Background: an optimization exercise with open tools, aiming at small area and a short achievable clock period. Do not read the settings as production practice. Where RTL was checked, it was by simulation tests only, not by an equivalence proof against the original. No activity file was given, so power comes from the tool's default toggle rates.

Design melody_player, start of the top module:
module melody_player #(
    parameter int  NOTES    = 32,
    parameter int  HP_W     = 20,
    parameter int  DUR_W    = 16,
    parameter int  TICK_DIV = 16,
    parameter int  GAP_W    = 16,
    localparam int AW       = $clog2(NOTES)
) (
    input  logic             clk,
    input  logic             rst_n,
    input  logic             enable,
    input  logic             mode_loop,
    input  logic             octave_down,
    input  logic [AW:0]      seq_len,
    input  logic [GAP_W-1:0] gap_ticks,
    input  logic             wr_en,
    input  logic [AW-1:0]    wr_addr,
    input  logic [HP_W-1:0]  wr_half,
    input  logic [DUR_W-1:0] wr_dur,
    output logic             tone,
    output logic             busy,
    output logic [AW-1:0]    step,
    output logic             done
);
    localparam int PW = $clog2(TICK_DIV);
    localparam int MW = HP_W + DUR_W;
    localparam int RL = 15;
    logic [HP_W-1:0] hm_in;
    always_comb begin
        for (int i = 0; i < HP_W; i++)
            hm_in[i] = wr_half[i] ^ ~(|(wr_half & HP_W'((1 << i) - 1)));
    end
    logic [MW-1:0] wd;
    assign wd = {hm_in, wr_dur};
    logic [MW-1:0] mem0, mem16;
    always_ff @(posedge clk) begin
        if (wr_en && wr_addr == 5'd0)  mem0  <= wd;
        if (wr_en && wr_addr == 5'd16) mem16 <= wd;
    end
    logic [RL-1:0][MW-1:0] ra;
    logic [RL-1:0][MW-1:0] rb;
    logic [3:0]    q;         
    logic [3:0] wpos;
    always_comb begin
        case ({wr_addr[3:0], q})
            8'h00: wpos = 4'd1;
            8'h01: wpos = 4'd2;
            8'h02: wpos = 4'd3;
            8'h03: wpos = 4'd4;
            8'h04: wpos = 4'd5;
            8'h05: wpos = 4'd6;
            8'h06: wpos = 4'd7;
            8'h07: wpos = 4'd8;
            8'h08: wpos = 4'd9;
            8'h09: wpos = 4'd10;
            8'h0a: wpos = 4'd11;
            8'h0b: wpos = 4'd12;
            8'h0c: wpos = 4'd13;
            8'h0d: wpos = 4'd14;
            8'h0e: wpos = 4'd0;
  ...
Size: roughly 3500 cells after synthesis, ~1300 flip-flops, ~42000 um^2 of cells after synthesis.
clock: 6.0 ns
lec_check: 0
cap_margin: 20
core_margin: 2
core_utilization: 40
cts_cluster_diameter: 80
cts_cluster_size: 24
setup_slack_margin: 3.5
slew_margin: 20
synth_hierarchical: 1
synth_minimum_keep_size: 0
standard.sh (not shown) runs the stock make flow with config.mk's settings and CLKGATE_MAP_FILE= SYNTH_SCRIPT=/design/flow/synth_recipe.tcl, a recipe that flattens the netlist after the stock synthesis.
==> flow/flow/run.sh <==
#!/bin/bash
# Layout flow: the standard ORFS flow (standard.sh) with two changes:
#  - buffer_ports makes the port buffers of plain buffers (buf_2) rather than
#    the delay cells it picks by default;
#  - the half and full adder cells join the platform's DONT_USE_CELLS, so
#    synthesis leaves adders as plain gates for abc (ORFS's own behaviour when
#    those cells are on the list) and no later step places them.
# The make output goes to flow_standard.log; ORFS's own logs are under orfs/logs.
set -euo pipefail
export BUFFER_PORTS_ARGS="-buffer_cell sky130_fd_sc_hd__buf_2"
PLATFORM_DONT_USE="sky130_fd_sc_hd__probe_p_8 sky130_fd_sc_hd__probec_p_8 sky130_fd_sc_hd__lpflow_bleeder_1 sky130_fd_sc_hd__lpflow_clkbufkapwr_1 sky130_fd_sc_hd__lpflow_clkbufkapwr_16 sky130_fd_sc_hd__lpflow_clkbufkapwr_2 sky130_fd_sc_hd__lpflow_clkbufkapwr_4 sky130_fd_sc_hd__lpflow_clkbufkapwr_8 sky130_fd_sc_hd__lpflow_clkinvkapwr_1 sky130_fd_sc_hd__lpflow_clkinvkapwr_16 sky130_fd_sc_hd__lpflow_clkinvkapwr_2 sky130_fd_sc_hd__lpflow_clkinvkapwr_4 sky130_fd_sc_hd__lpflow_clkinvkapwr_8 sky130_fd_sc_hd__lpflow_decapkapwr_12 sky130_fd_sc_hd__lpflow_decapkapwr_3 sky130_fd_sc_hd__lpflow_decapkapwr_4 sky130_fd_sc_hd__lpflow_decapkapwr_6 sky130_fd_sc_hd__lpflow_decapkapwr_8 sky130_fd_sc_hd__lpflow_inputiso0n_1 sky130_fd_sc_hd__lpflow_inputiso0p_1 sky130_fd_sc_hd__lpflow_inputiso1n_1 sky130_fd_sc_hd__lpflow_inputiso1p_1 sky130_fd_sc_hd__lpflow_inputisolatch_1 sky130_fd_sc_hd__lpflow_isobufsrc_1 sky130_fd_sc_hd__lpflow_isobufsrc_16 sky130_fd_sc_hd__lpflow_isobufsrc_2 sky130_fd_sc_hd__lpflow_isobufsrc_4 sky130_fd_sc_hd__lpflow_isobufsrc_8 sky130_fd_sc_hd__lpflow_isobufsrckapwr_16 sky130_fd_sc_hd__lpflow_lsbuf_lh_hl_isowell_tap_1 sky130_fd_sc_hd__lpflow_lsbuf_lh_hl_isowell_tap_2 sky130_fd_sc_hd__lpflow_lsbuf_lh_hl_isowell_tap_4 sky130_fd_sc_hd__lpflow_lsbuf_lh_isowell_4 sky130_fd_sc_hd__lpflow_lsbuf_lh_isowell_tap_1 sky130_fd_sc_hd__lpflow_lsbuf_lh_isowell_tap_2 sky130_fd_sc_hd__lpflow_lsbuf_lh_isowell_tap_4"
ADDERS="sky130_fd_sc_hd__ha_1 sky130_fd_sc_hd__ha_2 sky130_fd_sc_hd__ha_4 sky130_fd_sc_hd__fa_1 sky130_fd_sc_hd__fa_2 sky130_fd_sc_hd__fa_4"
bash standard.sh "DONT_USE_CELLS=$PLATFORM_DONT_USE $ADDERS" finish > flow_standard.log 2>&1
The baseline finished with timing, DRC and antenna clean.
==> next run, changes <==
--- a/flow/design.v
+++ b/flow/design.v
@@ -399,29 +399,26 @@
     logic [HP_W:0]    ent_h;
     assign ent     = (playing && adv) ? pn : mem0;
     assign ent_hm  = ent[MW-1:DUR_W];
     assign ent_dur = ent[DUR_W-1:0];
     assign ent_h   = octave_down ? {ent_hm, 1'b1} : {1'b0, ent_hm};
     logic load;
     assign load = !playing || step_end;
     logic hz;
-    assign hz = (hcnt == hreload);
-    logic pn_rest, m0_rest;
-    assign pn_rest = &pn[MW-1:DUR_W];
-    assign m0_rest = &mem0[MW-1:DUR_W];
+    assign hz = (hcnt == '0);
     always_ff @(posedge clk) begin
         presc <= busy_r ? presc + PW'(1) : '0;
         tick_r <= busy_r && (presc == PW'(TICK_DIV - 2));
         if (load) begin
             hreload <= ent_h;
-            hcnt    <= '0;
-            rest    <= (playing && adv) ? pn_rest : m0_rest;
+            hcnt    <= ent_h;
+            rest    <= &ent_hm;
         end else begin
-            hcnt    <= hz ? '0 : hcnt + (HP_W+1)'(1);
+            hcnt    <= hz ? hreload : hcnt - (HP_W+1)'(1);
         end
         if (playing) begin
             if (step_end)
                 cnt <= (!adv && mode_loop && gap_nz) ? DUR_W'(1) : ent_dur;
             else if (tick)
                 cnt <= cnt - DUR_W'(1);
         end else if (gap_r && busy_r) begin
             if (tick)
Outcome: Combinational power is higher by about 2%; core utilization is higher by 0.86 points; non-clock buffer count is higher by 45; cell area is higher by 1.8%; critical path depth is lower by 3; synthesized area stays flat; total power is lower by 1.0%; final cell count is higher by 0.99%.
The RTL of the first run of this note was laid out without a check of its function.

## re-timing with driven ports
The flow's constraints put no driver on any port. The routed layouts listed below were extracted and timed again, unchanged, in two steps.
Step 1 assumes that a clkbuf_16 drives the clock port and a buf_2 every other input.
Step 2 also shifts input and output timing later by t, the mid clock arrival at the registers, as if the neighbouring blocks saw the same clock.
a / b / c = ideal ports / drivers / drivers and shift; a / b = the first two.
run | t (ns) | setup WS [ns] | hold WS [ns] | worst register clock-pin slew, ns | worst slew at a driven data input, ns
the first run | 0.726 | 2.850 / 2.886 / 2.160 | 0.404 / 0.386 / 0.404 | 0.10 / 0.10 | 0.19
the second run | 0.712 | 3.307 / 3.332 / 2.621 | 0.407 / 0.407 / 0.407 | 0.10 / 0.10 | 0.16
After both steps every run listed still meets setup and hold. The setup slack of the first run, which loses most, moves by +0.036 ns with the drivers and by -0.690 ns with both steps.
